What follows belongs to an exercise in optimizing a design on an open flow for small area, a short achievable clock period and few clock cycles per item; a production flow would make more cautious choices.
Where RTL was checked, it was by simulation tests only, not by an equivalence proof against the original.

run 1:
## sliding_window_frame_detector_unit
module sliding_window_frame_detector_unit (
    input  logic                        clk,
    input  logic                        rst_n,
    input  logic                        in_valid,
    output logic                        in_stall,
    input  logic [7:0]                  rx_byte,
    output logic                        out_valid,
    input  logic                        out_stall,
    output logic                        frame_found,
    output logic [7:0]                  frame_address,
    output logic                        has_word,
    output logic [swfd_pkg::WIDX_W-1:0] word_index,
    output logic [15:0]                 data_word,
    output logic                        last,
    input  logic                        cfg_we,
    input  logic [swfd_pkg::CFG_W-1:0]  cfg_wdata
);
Size: roughly 1400 cells after synthesis, roughly 500 flip-flops, roughly 51 I/O pins.
clock: 6.0 ns
lec_check: 0
abc_clock_period_in_ps: 2500
cap_margin: 20
core_margin: 2
core_utilization: 40
cts_cluster_diameter: 120
cts_cluster_size: 24
setup_slack_margin: 3.5
slew_margin: 20
run.sh (not shown) runs the stock make flow with config.mk's settings and CLKGATE_MAP_FILE= SYNTH_SCRIPT=/design/flow/synth_recipe.tcl, a recipe that flattens the netlist after the stock synthesis.
Testbench counts of run 1, summed over its fixed seeds: cycles 27,879, bytes 24,469.
[inputs] run 2 vs run 1
Settings: swapping 3.5 for 3.3 in SETUP_SLACK_MARGIN.
==> flow/flow/run.sh (new file) <==
#!/bin/bash
# The standard layout (standard synthesis included), with plain buffers on the ports
# instead of the delay cells the placer picks by default.
set -euo pipefail
bash standard.sh "BUFFER_PORTS_ARGS=-buffer_cell sky130_fd_sc_hd__buf_4" finish > make_finish.log 2>&1
==> flow/standard.sh (new file) <==
#!/bin/bash
# synth_recipe.tcl (not shown) runs the flow's synth.tcl, then flattens the netlist and writes it again
# the make line also repeats each setting of config.mk as NAME=value (left out here)
make -C /OpenROAD-flow-scripts/flow DESIGN_CONFIG=/design/flow/config.mk WORK_HOME=/design/flow/orfs CLKGATE_MAP_FILE= SYNTH_SCRIPT=/design/flow/synth_recipe.tcl "${@:-finish}"
removed: flow/run.sh
Findings:
Of the two values seen for critical setup path kind, flip-flop to primary output was produced by run 1 and flip-flop to flip-flop by run 2. Run 1 → run 2: global-route wire length before repair neither gained nor lost much, total placed instance area lost about 0.7%. Run 2 against run 1: highest cell delay on the worst timing path went up by 0.26 ns; ratio of final minimum period to clock period went up by 1.9 points; fmax went down by 4.4%; synthesized cell count was more or less identical. Run comparison: run 1 beginning of the critical path out_valid; run 2 beginning of the critical path r1_v. For the transition at the pin with the smallest max-transition slack, run 2 came in 0.038 ns lower than run 1 did.
The inputs of run 3 differ from those of run 2 as listed below.
Settings: SETUP_SLACK_MARGIN now 3.8, was 3.3.
### Flow results
- Number of instances in the synthesized netlist came out exactly the same in run 3 and run 2.
- Run 3 vs run 2: final design instance area without fill up
- The detailed-router iteration count before antenna repair of run 3 falls short of that of run 2 by 2.
- The routed length on met2 number comes out higher for run 3 vs run 2.
- In the tables for run 3 and run 2, largest net degree at the start of global routing reads lower with run 2.
Input-level comparison between run 4 and run 3:
Settings: SETUP_SLACK_MARGIN: 3.8 -> 3.5.
==> comparison <==
Looking at wire length across both flows, run 4 is the stronger of the two, with run 3 trailing. Going from run 3 to run 4, the global-route usage was found to have gone down by 0.65 points. STATUS design area: run 4 wins against run 3. Run 3 → run 4: number of vias after detailed routing has decreased, setup slack has decreased. Run 4: number of non-clock buffers in the layout is about 60% lower than what run 3 reported.

sliding_window_frame_detector_unit, a different RTL version from the one above (not shown whole).
For scale: about 1,500 cells after synthesis, ~510 flip-flops, about 51 I/O pins, ~22,000 um2 of cells after synthesis.
// sliding_window_frame_detector_unit
module sliding_window_frame_detector_unit (
    input  logic                        clk,
    input  logic                        rst_n,
    input  logic                        in_valid,
    output logic                        in_stall,
    input  logic [7:0]                  rx_byte,
    output logic                        out_valid,
    input  logic                        out_stall,
    output logic                        frame_found,
    output logic [7:0]                  frame_address,
    output logic                        has_word,
    output logic [swfd_pkg::WIDX_W-1:0] word_index,
    output logic [15:0]                 data_word,
    output logic                        last,
    input  logic                        cfg_we,
    input  logic [swfd_pkg::CFG_W-1:0]  cfg_wdata
);
    localparam int HD  = swfd_pkg::HIST_DEPTH;
    localparam int PW  = swfd_pkg::POS_W;
    localparam int CW  = swfd_pkg::CNT_W;
    localparam int WIW = swfd_pkg::WIDX_W;
    logic [swfd_pkg::CFG_W-1:0] word_count_reg;
    logic [CW-1:0]              n_cap;
    assign n_cap = (word_count_reg > 5'(swfd_pkg::MAX_WORDS)) ? CW'(swfd_pkg::MAX_WORDS)
                                                              : CW'(word_count_reg);
    logic          h_v;
    logic [7:0]    h_b;
    logic [CW-1:0] h_n;
    logic          in_stall_reg;
    logic          accept;
    logic          consume_ok;
    logic          consume;
    assign in_stall = in_stall_reg;
    assign accept   = in_valid && !in_stall_reg;
    assign consume  = h_v && consume_ok;
    logic [HD*8-1:0] hist_flat;
    logic [7:0]      hist [HD];
    logic [PW-1:0]   vcnt_reg;       
    logic            scanning;
    swfd_ram #(
        .WIDTH (8),
        .DEPTH (HD)
    ) u_hist (
        .clk   (clk),
        .we    (consume || scanning),
        .rot   (scanning),
        .wdata (h_b),
        .rdata (hist_flat)
    );
    always_comb
    begin
        for (int i = 0; i < HD; i++)
        begin
  ...
Settings: LEC_CHECK=0, ABC_CLOCK_PERIOD_IN_PS=2200, CAP_MARGIN=20, CORE_MARGIN=2, CORE_UTILIZATION=40, SETUP_SLACK_MARGIN=3.8, SLEW_MARGIN=20; clock period 6.0 ns.
Stock flow here: none of the scripts above is used.
Next try:
Settings changed: ABC_CLOCK_PERIOD_IN_PS 2200 to 2500, SETUP_SLACK_MARGIN 3.8 to 3.5.
Core utilization falls by 2.0 points.
Cell count shrinks by 2.7%.
Final area drops by 4.0%.
Hold slack loses 0.0037 ns.
Area after synthesis does not change.
No functional check of the RTL was part of any run of this note.

## try-sierra
sliding_window_frame_detector_unit, a different RTL version from the one above (not shown whole).
Size: about 1,700 cells after synthesis, roughly 490 flip-flops, about 51 I/O pins, roughly 22,000 um^2 of cells after synthesis.
export LEC_CHECK = 0
export ABC_CLOCK_PERIOD_IN_PS = 2500
export CAP_MARGIN = 20
export CORE_MARGIN = 2
export CORE_UTILIZATION = 40
export SETUP_SLACK_MARGIN = 3.5
export SLEW_MARGIN = 20
create_clock -name core_clock -period 6.0 [get_ports {clk}]
Testbench counts of try-sierra, summed over its fixed seeds: cycles 27,837, bytes 24,469.
Here is what was changed in the inputs of try-pepper compared with try-sierra.
Settings: a deleted SETUP_SLACK_MARGIN that had been 3.5; a deleted ABC_CLOCK_PERIOD_IN_PS that had been 2500.
## What came out
- try-pepper finished end to end and its layout was clean on timing, DRC and antenna.
- In the metrics for try-sierra and try-pepper, the one carrying the lower time the final worst path needs with I/O delays and setup is try-sierra.
- Of the two values seen for worst-path cell with the longest stage delay, sky130_fd_sc_hd__edfxtp_1 was produced by try-sierra and sky130_fd_sc_hd__a211oi_1 by try-pepper.
- From try-sierra to try-pepper the numbers moved as follows: count of clock-buffer cells in the layout went down 6; area added between synthesis and finish -20 points; logic depth of the worst path, buffers included decreased 2.

Setup of v25:
sliding_window_frame_detector_unit, a different RTL version from the one above (not shown whole).
Size: roughly 1400 cells after synthesis.
clock: 6.0 ns
lec_check: 0
abc_clock_period_in_ps: 2000
cap_margin: 20
core_margin: 2
core_utilization: 40
cts_cluster_diameter: 120
cts_cluster_size: 24
setup_slack_margin: 3.5
slew_margin: 20
standard.sh (not shown) runs the stock make flow with config.mk's settings and CLKGATE_MAP_FILE= SYNTH_SCRIPT=/design/flow/synth_recipe.tcl, a recipe that flattens the netlist after the stock synthesis.
==> flow/flow/run.sh <==
#!/bin/bash
# The standard layout (standard synthesis included), with plain buffers on the ports
# instead of the delay cells the placer picks by default.
set -euo pipefail
bash standard.sh "BUFFER_PORTS_ARGS=-buffer_cell sky130_fd_sc_hd__buf_4" finish > make_finish.log 2>&1
v25 completed end to end with timing, DRC and antenna clean.
Testbench counts of v25, summed over its fixed seeds: cycles 27,879, bytes 24,469.
--- input diff v25..v36 ---
# v25
export LEC_CHECK = 0
export ABC_CLOCK_PERIOD_IN_PS = 2000
export CAP_MARGIN = 20
export CORE_MARGIN = 2
export CORE_UTILIZATION = 40
export CTS_CLUSTER_DIAMETER = 120
export CTS_CLUSTER_SIZE = 24
export SETUP_SLACK_MARGIN = 3.5
export SLEW_MARGIN = 20
create_clock -name core_clock -period 6.0 [get_ports {clk}]
# v36
export LEC_CHECK = 0
export ABC_AREA = 1
export CAP_MARGIN = 20
export CORE_MARGIN = 2
export CORE_UTILIZATION = 40
export CTS_CLUSTER_DIAMETER = 120
export CTS_CLUSTER_SIZE = 24
export SETUP_SLACK_MARGIN = 3.5
export SLEW_MARGIN = 20
create_clock -name core_clock -period 6.0 [get_ports {clk}]
- Relative to v25, the CTS buffer count of v36 is lower by 1.
- Via total after detailed routing: v36 vs v25 up 2126
- Relative to v25, maximum frequency has gone down in v36.
- Going from v25 to v36, tightest slew margin relative to the limit went up by 0.92 points, average footprint of a synthesized cell went down by 22%.
Edits applied to the flow inputs when going from v36 to v6:
# v36
export LEC_CHECK = 0
export ABC_AREA = 1
export CAP_MARGIN = 20
export CORE_MARGIN = 2
export CORE_UTILIZATION = 40
export CTS_CLUSTER_DIAMETER = 120
export CTS_CLUSTER_SIZE = 24
export SETUP_SLACK_MARGIN = 3.5
export SLEW_MARGIN = 20
create_clock -name core_clock -period 6.0 [get_ports {clk}]
# v6
export LEC_CHECK = 0
export ABC_CLOCK_PERIOD_IN_PS = 3500
export CAP_MARGIN = 20
export CORE_MARGIN = 2
export CORE_UTILIZATION = 40
export CTS_CLUSTER_DIAMETER = 120
export CTS_CLUSTER_SIZE = 24
export SETUP_SLACK_MARGIN = 3.5
export SLEW_MARGIN = 20
create_clock -name core_clock -period 6.0 [get_ports {clk}]
## What came out
v6 against v36: layout cell share with drive strength beyond 1 now larger; final cell count shrank by 479.
Synthesis-to-layout area growth was lower in the run labelled v36.
#### Input delta (v19 over v6)
# v6
export LEC_CHECK = 0
export ABC_CLOCK_PERIOD_IN_PS = 3500
export CAP_MARGIN = 20
export CORE_MARGIN = 2
export CORE_UTILIZATION = 40
export CTS_CLUSTER_DIAMETER = 120
export CTS_CLUSTER_SIZE = 24
export SETUP_SLACK_MARGIN = 3.5
export SLEW_MARGIN = 20
create_clock -name core_clock -period 6.0 [get_ports {clk}]
# v19
export LEC_CHECK = 0
export ABC_CLOCK_PERIOD_IN_PS = 2500
export CAP_MARGIN = 20
export CORE_MARGIN = 2
export CORE_UTILIZATION = 40
export CTS_CLUSTER_DIAMETER = 120
export CTS_CLUSTER_SIZE = 24
export SETUP_SLACK_MARGIN = 3.7
export SLEW_MARGIN = 20
create_clock -name core_clock -period 6.0 [get_ports {clk}]
Relative to v6, the routed wire length measured on v19 has increased by a few percent. Diff v6 -> v19: overall fraction of global-route tracks in use went up by 0.32 points; routed via count up 242. v19 ends up with a met3 capacity usage during global routing that is 0.21 points higher than in v6. Number of cells in the design after placement: v6 vs v19, no meaningful difference. When v19 is measured against v6, its non-clock buffer count turns out 28% higher. Against v6 as the reference, v19 delivers a higher wire length of the first global-routing pass.
Inputs modified between v19 and v29:
# v19
export LEC_CHECK = 0
export ABC_CLOCK_PERIOD_IN_PS = 2500
export CAP_MARGIN = 20
export CORE_MARGIN = 2
export CORE_UTILIZATION = 40
export CTS_CLUSTER_DIAMETER = 120
export CTS_CLUSTER_SIZE = 24
export SETUP_SLACK_MARGIN = 3.7
export SLEW_MARGIN = 20
create_clock -name core_clock -period 6.0 [get_ports {clk}]
# v29
export LEC_CHECK = 0
export ABC_CLOCK_PERIOD_IN_PS = 2500
export CAP_MARGIN = 20
export CORE_MARGIN = 2
export CORE_UTILIZATION = 40
export CTS_CLUSTER_DIAMETER = 120
export CTS_CLUSTER_SIZE = 24
export SETUP_SLACK_MARGIN = 3.5
export SLEW_MARGIN = 20
create_clock -name core_clock -period 6.0 [get_ports {clk}]
Summary of v29 over v19: routing usage on met2 essentially unchanged, highest achievable clock rate now sits lower, wire length on met3 lower. Changes observed in v29 relative to v19: worst-margin pin slew moved down. Diff v19..v29 | clock buffer count in the final layout | unchanged.

sliding_window_frame_detector_unit again, from the RTL that the note above started with.
==> flow/config.mk <==
export PLATFORM = sky130hd
export DESIGN_NAME = sliding_window_frame_detector_unit
export DESIGN_NICKNAME = sliding_window_frame_detector_unit
export VERILOG_FILES = /design/flow/design.v
export SDC_FILE = /design/flow/constraint.sdc
export NUM_CORES = 4
export LEC_CHECK = 0
export ABC_CLOCK_PERIOD_IN_PS = 2500
export CAP_MARGIN = 20
export CORE_MARGIN = 2
export CORE_UTILIZATION = 40
export CTS_CLUSTER_DIAMETER = 120
export CTS_CLUSTER_SIZE = 24
export PLACE_DENSITY = 0.75
export SETUP_SLACK_MARGIN = 3.65
export SLEW_MARGIN = 20
==> flow/constraint.sdc <==
create_clock -name core_clock -period 6.0 [get_ports {clk}]
set_input_delay 1.2000 -clock core_clock [delete_from_list [all_inputs] [get_ports {clk}]]
set_output_delay 1.2000 -clock core_clock [all_outputs]
set_load 0.01 [all_outputs]
Scripts as last shown in full above: flow/flow/run.sh
The baseline produced a clean layout.
Testbench counts at the start, summed over its fixed seeds: cycles 27,879, bytes 24,469.
Next try:
--- a/flow/config.mk
+++ b/flow/config.mk
@@ -9,8 +9,7 @@
 export CAP_MARGIN = 20
 export CORE_MARGIN = 2
-export CORE_UTILIZATION = 40
+export CORE_UTILIZATION = 55
 export CTS_CLUSTER_DIAMETER = 120
 export CTS_CLUSTER_SIZE = 24
-export PLACE_DENSITY = 0.75
-export SETUP_SLACK_MARGIN = 3.65
+export SETUP_SLACK_MARGIN = 3.5
 export SLEW_MARGIN = 20
Result:
- The changed run finished with timing, DRC and antenna clean
- cell area shrinks by 1.9%
- worst setup slack loses 0.053 ns
- via count shrinks by 4.7%
- hold slack loses 0.0098 ns
- die area shrinks by 27%
- core utilization grows by 16 points
- wire length shrinks by 1.0%
Next try:
--- a/flow/config.mk
+++ b/flow/config.mk
@@ -9,7 +9,7 @@
 export CAP_MARGIN = 20
 export CORE_MARGIN = 2
-export CORE_UTILIZATION = 55
+export CORE_UTILIZATION = 40
 export CTS_CLUSTER_DIAMETER = 120
 export CTS_CLUSTER_SIZE = 24
-export SETUP_SLACK_MARGIN = 3.5
+export SETUP_SLACK_MARGIN = 3.65
 export SLEW_MARGIN = 20
Result: Register-to-register slack is better by 0.09 ns. Routed wire length goes up by 2.6%.

Another version of the RTL of sliding_window_frame_detector_unit (not shown whole).
export LEC_CHECK = 0
export ABC_CLOCK_PERIOD_IN_PS = 2500
export CAP_MARGIN = 20
export CORE_MARGIN = 2
export CORE_UTILIZATION = 40
export CTS_CLUSTER_DIAMETER = 120
export CTS_CLUSTER_SIZE = 24
export SETUP_SLACK_MARGIN = 3.5
export SLEW_MARGIN = 20
create_clock -name core_clock -period 6.0 [get_ports {clk}]
run.sh (not shown) runs the stock make flow with config.mk's settings and CLKGATE_MAP_FILE= SYNTH_SCRIPT=/design/flow/synth_recipe.tcl, a recipe that flattens the netlist after the stock synthesis.
Stock flow here: none of the scripts above is used.
Next try:
- CTS_CLUSTER_DIAMETER: 120 -> 150
- CTS_CLUSTER_SIZE: 24 -> 32
What happened:
- The changed run completed with no timing, DRC or antenna violations
- worst setup slack hardly moves
- count of clock-buffer cells in the layout decreases by 10
- die area is unchanged
- via count does not change
- routed wire length barely changes
- global-route usage stays flat
- design area went down by 0.51%
No run of this note included a check of the RTL's function; only the layout flow was run.

port drivers added, routing unchanged:
The results above use ideal ports. As a check the final layouts listed here were re-extracted and re-timed, cells and wires unchanged.
Step 1 assumes that a clkbuf_16 drives the clock port and a buf_2 every other input.
Step 2 moves the port delays by t, midway between the first and last clock arrival at a register: inputs arrive t later, outputs are due t later. That takes back most of the time a late clock gives input paths.
Slacks: ideal / step 1 / step 2; pairs: ideal / step 1.
run | t, ns | setup WS [ns] | clock arrival spread, ns | slew at the worst register clock pin (ns) | worst slew at a driven data input, ns
run 1 | 0.621 | 3.539 / 3.486 / 2.990 | 0.028 / 0.028 | 0.11 / 0.11 | 0.04
run 2 | 0.622 | 3.427 / 3.427 / 3.164 | 0.025 / 0.026 | 0.10 / 0.10 | 0.04
run 3 | 0.631 | 3.587 / 3.531 / 3.165 | 0.016 / 0.016 | 0.10 / 0.10 | 0.04
run 4 | 0.623 | 3.577 / 3.521 / 3.167 | 0.024 / 0.024 | 0.10 / 0.10 | 0.04
the first run of note 2 | 0.633 | 3.414 / 3.414 / 3.374 | 0.052 / 0.051 | 0.07 / 0.07 | 0.03
the second run of note 2 | 0.641 | 3.455 / 3.455 / 2.935 | 0.034 / 0.035 | 0.07 / 0.07 | 0.04
try-sierra | 0.667 | 2.918 / 2.918 / 2.800 | 0.021 / 0.021 | 0.07 / 0.07 | 0.06
try-pepper | 0.647 | 1.877 / 1.877 / 1.765 | 0.026 / 0.026 | 0.07 / 0.07 | 0.06
v25 | 0.629 | 3.612 / 3.555 / 3.067 | 0.029 / 0.029 | 0.11 / 0.11 | 0.05
v36 | 0.628 | 3.550 / 3.492 / 3.056 | 0.030 / 0.030 | 0.10 / 0.10 | 0.04
v6 | 0.629 | 3.612 / 3.555 / 3.067 | 0.029 / 0.029 | 0.11 / 0.11 | 0.05
v19 | 0.623 | 3.675 / 3.620 / 3.329 | 0.031 / 0.031 | 0.10 / 0.10 | 0.05
v29 | 0.629 | 3.612 / 3.555 / 3.067 | 0.029 / 0.029 | 0.11 / 0.11 | 0.05
the first run of note 5 | 0.617 | 3.679 / 3.631 / 3.187 | 0.025 / 0.025 | 0.10 / 0.10 | 0.04
the second run of note 5 | 0.616 | 3.626 / 3.594 / 3.086 | 0.020 / 0.020 | 0.10 / 0.10 | 0.08
the third run of note 5 | 0.621 | 3.673 / 3.619 / 3.133 | 0.023 / 0.023 | 0.10 / 0.10 | 0.05
the first run of note 6 | 0.621 | 3.284 / 3.284 / 3.077 | 0.027 / 0.027 | 0.10 / 0.10 | 0.04
the second run of note 6 | 0.611 | 3.283 / 3.283 / 3.127 | 0.025 / 0.025 | 0.13 / 0.13 | 0.04
After both steps every run listed still meets setup and hold. The setup slack of run 1, which loses most, moves by -0.053 ns with the drivers and by -0.549 ns with both steps.
